This is an optimization exercise on Yosys and OpenROAD, whose aim is small area and a short achievable clock period, not a production implementation. The RTL was checked by simulation tests, not by an equivalence proof against the original design. No driver is modelled on the clock port, so clock power and skew are understated where the tree is cut down; a real chip needs a root buffer or a tree.

JK:
// fpm_top
module fpm_top (
  input  logic        clk,
  input  logic        rst_n,
  input  logic [2:0]  r_mode,
  input  logic [31:0] fp_x,
  input  logic [31:0] fp_y,
  output logic [31:0] fp_z,
  output logic        ovrf,
  output logic        udrf
);
==> flow/config.mk <==
export PLATFORM = sky130hd
export DESIGN_NAME = fpm_top
export DESIGN_NICKNAME = fpm_top
export VERILOG_FILES = /design/flow/design.v
export SDC_FILE = /design/flow/constraint.sdc
export NUM_CORES = 4
export LEC_CHECK = 0
export CAP_MARGIN = 20
export CORE_MARGIN = 2
export CORE_UTILIZATION = 55
export CTS_BUF_LIST = sky130_fd_sc_hd__clkbuf_8
export SLEW_MARGIN = 20
export SYNTH_HIERARCHICAL = 1
==> flow/constraint.sdc <==
create_clock -name core_clock -period 12.5 [get_ports {clk}]
set_input_delay 2.5000 -clock core_clock [delete_from_list [all_inputs] [get_ports {clk}]]
set_output_delay 2.5000 -clock core_clock [all_outputs]
set_load 0.01 [all_outputs]
standard.sh (not shown) runs the stock make flow with config.mk's settings and CLKGATE_MAP_FILE= SYNTH_SCRIPT=/design/flow/synth_recipe.tcl, a recipe that flattens the netlist after the stock synthesis.
==> flow/flow/run.sh <==
#!/bin/bash
set -euo pipefail
bash standard.sh synth > synth.log 2>&1
bash standard.sh cts SETUP_SLACK_MARGIN=7.25 "BUFFER_PORTS_ARGS=-buffer_cell sky130_fd_sc_hd__buf_2" > cts.log 2>&1
SKEW_ODB=$PWD/orfs/results/sky130hd/fpm_top/base/4_cts.odb SKEW_GROUPS=3 openroad -no_init -exit flow/skew.tcl > skew.log 2>&1
bash standard.sh finish SETUP_SLACK_MARGIN=7.25 "BUFFER_PORTS_ARGS=-buffer_cell sky130_fd_sc_hd__buf_2" > layout.log 2>&1
==> flow/flow/skew.tcl <==
set odb $::env(SKEW_ODB)
read_db $odb
set block [ord::get_db_block]
set db [ord::get_db]
set lib [$db findMaster sky130_fd_sc_hd__clkbuf_16]
set clk [$block findNet clk]

set pats {eb_q* nan_q* inf_q* zer_q* sg_q* rne_q* rmm_q* rdir_q* v_q* fy_q* fyn_q* fx_q* bneg_q* bone_q* btwo_q* bonen_q* btwon_q* y3_q* xn_q* x1_q* x2_q* x3_q* x4_q*}
set r1 {}
foreach inst [$block getInsts] {
  set m [[$inst getMaster] getName]
  if {![string match *df* $m]} { continue }
  set n [$inst getName]
  foreach p $pats {
    if {[string match $p $n] && ![string match *2_q* $n] && ![string match *_q2* $n]} { lappend r1 $inst; break }
  }
}
puts "SKEW rank-1 registers: [llength $r1]"

# split them into groups by position, a buffer per group
set ngroups $::env(SKEW_GROUPS)
set pts {}
foreach inst $r1 {
  lassign [$inst getLocation] x y
  lappend pts [list $x $y $inst]
}
# k-means on the register positions
set k $ngroups
set cents {}
set sorted [lsort -integer -index 0 $pts]
for {set i 0} {$i < $k} {incr i} {
  set p [lindex $sorted [expr {int(($i + 0.5) * [llength $sorted] / $k)}]]
  lappend cents [list [lindex $p 0] [lindex $p 1]]
}
for {set it 0} {$it < 20} {incr it} {
  set groups {}
  for {set i 0} {$i < $k} {incr i} { lappend groups {} }
  foreach p $pts {
    set best 0; set bd 1e30
    for {set i 0} {$i < $k} {incr i} {
      lassign [lindex $cents $i] cx cy
      set d [expr {abs([lindex $p 0] - $cx) + abs([lindex $p 1] - $cy)}]
      if {$d < $bd} { set bd $d; set best $i }
    }
    lset groups $best [concat [lindex $groups $best] [list $p]]
  }
  set cents {}
  foreach g $groups {
    set sx 0; set sy 0
    foreach p $g { set sx [expr {$sx + [lindex $p 0]}]; set sy [expr {$sy + [lindex $p 1]}] }
    set n [expr {max(1, [llength $g])}]
    lappend cents [list [expr {int($sx / $n)}] [expr {int($sy / $n)}]]
  }
}
set gi 0
foreach grp $groups c $cents {
  if {[llength $grp] == 0} { continue }
  lassign $c cx cy
  set buf [odb::dbInst_create $block $lib "clkbuf_r1_$gi"]
  set net [odb::dbNet_create $block "clknet_r1_$gi"]
  $net setSigType CLOCK
  [$buf findITerm A] connect $clk
  [$buf findITerm X] connect $net
  $buf setLocation $cx $cy
  $buf setPlacementStatus PLACED
  foreach p $grp {
    set inst [lindex $p 2]
    set ck [$inst findITerm CLK]
    $ck disconnect
    $ck connect $net
  }
  puts "SKEW group $gi: [llength $grp] registers, buffer at $cx $cy"
  incr gi
}

# leaf buffers of the old tree that now drive no register, and their dummy loads
set idle {}
foreach inst [$block getInsts] {
  set m [[$inst getMaster] getName]
  if {![string match *clkbuf* $m] || [string match clkbuf_r1_* [$inst getName]]} { continue }
  set out [$inst findITerm X]
  set n [$out getNet]
  if {$n eq "NULL"} { continue }
  set sinks 0
  set dummies {}
  foreach it [$n getITerms] {
    set ii [$it getInst]
    if {$ii eq $inst} { continue }
    if {[string match clkload* [$ii getName]]} { lappend dummies $ii } else { incr sinks }
  }
  if {$sinks == 0 && [llength [$n getBTerms]] == 0} {
    lappend idle [list $inst $n $dummies]
  }
}
foreach e $idle {
  lassign $e inst n dummies
  puts "SKEW removing idle [$inst getName] and [llength $dummies] dummy loads"
  foreach d $dummies { odb::dbInst_destroy $d }
  odb::dbInst_destroy $inst
  odb::dbNet_destroy $n
}

detailed_placement
check_placement
write_db $odb
Here is what was changed in the inputs of MS compared with JK.
==> flow/flow/run.sh <==
#!/bin/bash
set -euo pipefail
bash standard.sh synth > synth.log 2>&1
bash standard.sh cts SETUP_SLACK_MARGIN=7.35 "BUFFER_PORTS_ARGS=-buffer_cell sky130_fd_sc_hd__buf_1" > cts.log 2>&1
SKEW_ODB=$PWD/orfs/results/sky130hd/fpm_top/base/4_cts.odb SKEW_GROUPS=3 openroad -no_init -exit flow/skew.tcl > skew.log 2>&1
bash standard.sh finish SETUP_SLACK_MARGIN=7.35 "BUFFER_PORTS_ARGS=-buffer_cell sky130_fd_sc_hd__buf_1" > layout.log 2>&1
--- a/flow/flow/skew.tcl
+++ b/flow/flow/skew.tcl
@@ -102,2 +102,19 @@
 
+if {[info exists ::env(SKEW_R2CELL)] && $::env(SKEW_R2CELL) ne ""} {
+  set root [$block findInst clkbuf_0_clk]
+  set dm [$db findMaster $::env(SKEW_R2CELL)]
+  set d [odb::dbInst_create $block $dm "clkdly_r2"]
+  set dn [odb::dbNet_create $block "clknet_r2_root"]
+  $dn setSigType CLOCK
+  set ra [$root findITerm A]
+  $ra disconnect
+  $ra connect $dn
+  [$d findITerm A] connect $clk
+  [$d findITerm X] connect $dn
+  lassign [$root getLocation] rx ry
+  $d setLocation $rx $ry
+  $d setPlacementStatus PLACED
+  puts "SKEW rank-2 tree behind $::env(SKEW_R2CELL)"
+}
+
 detailed_placement
- MS -> JK: detailed-route vias per instance flat
- Higher placed instance area was reported by JK, not MS.
- MS -> JK: residual overflow from global routing delta 0, exact match
- Going from JK to MS, number of cells after detailed placement -about 0.3%; detailed route wirelength on metal2 ~0 delta.
For AL, these inputs were changed with respect to MS:
==> flow/flow/run.sh <==
#!/bin/bash
set -euo pipefail
bash standard.sh synth > synth.log 2>&1
bash standard.sh cts SETUP_SLACK_MARGIN=7.25 "BUFFER_PORTS_ARGS=-buffer_cell sky130_fd_sc_hd__buf_1" > cts.log 2>&1
SKEW_ODB=$PWD/orfs/results/sky130hd/fpm_top/base/4_cts.odb SKEW_GROUPS=3 openroad -no_init -exit flow/skew.tcl > skew.log 2>&1
bash standard.sh finish SETUP_SLACK_MARGIN=7.25 "BUFFER_PORTS_ARGS=-buffer_cell sky130_fd_sc_hd__buf_1" > layout.log 2>&1
Notes after the runs:
- Delta (AL minus MS): global-route wire length before repair went down 1200 um, area after synthesis held.
- Setup slack deteriorates in AL relative to MS.
- In the flow results for AL and MS, the worst stage delay on the critical path is larger on MS.
Relative to AL, the following input files were edited for TR:
==> flow/flow/run.sh <==
#!/bin/bash
set -euo pipefail
bash standard.sh synth > synth.log 2>&1
bash standard.sh cts SETUP_SLACK_MARGIN=7.5 "BUFFER_PORTS_ARGS=-buffer_cell sky130_fd_sc_hd__buf_2" > cts.log 2>&1
SKEW_ODB=$PWD/orfs/results/sky130hd/fpm_top/base/4_cts.odb SKEW_GROUPS=3 SKEW_R2CELL=sky130_fd_sc_hd__clkbuf_2 openroad -no_init -exit flow/skew.tcl > skew.log 2>&1
bash standard.sh finish SETUP_SLACK_MARGIN=7.5 "BUFFER_PORTS_ARGS=-buffer_cell sky130_fd_sc_hd__buf_2" > layout.log 2>&1
Findings:
- Wire length sits higher in TR than in AL.
- Cell area reported after detailed placement | TR below AL
- Across both runs, area of all placed cells without fillers was higher for TR than for AL.

separate check: timing with driven ports:
The results above use ideal ports. As a check the final layouts listed here were re-extracted and re-timed, cells and wires unchanged.
Step 1, drivers: a clkbuf_16 drives clk and a buf_2 each remaining input, both assumed.
Step 2, shift: input delay + t, output delay - t, t = (earliest + latest rising clock arrival at the registers) / 2. This alone moves slack from input paths to output paths.
Slacks: ideal ports / drivers / drivers and shift; pairs: ideal ports / drivers.
run	t (ns)	setup slack, ns	worst hold slack (ns)	clock arrival spread, ns	worst register clock-pin slew, ns
JK	0.352	7.399 / 7.296 / 7.438	0.128 / 0.127 / 0.127	0.211 / 0.212	0.10 / 0.10
MS	0.350	7.519 / 7.418 / 7.519	0.134 / 0.134 / 0.134	0.201 / 0.202	0.10 / 0.10
AL	0.361	7.404 / 7.295 / 7.440	0.130 / 0.130 / 0.130	0.212 / 0.212	0.11 / 0.11
TR	0.399	7.518 / 7.415 / 7.689	0.037 / 0.037 / 0.037	0.305 / 0.305	0.11 / 0.11
In TR the clock reaches the registers at very different times; t lies between them, and the last value is a rough guide only.
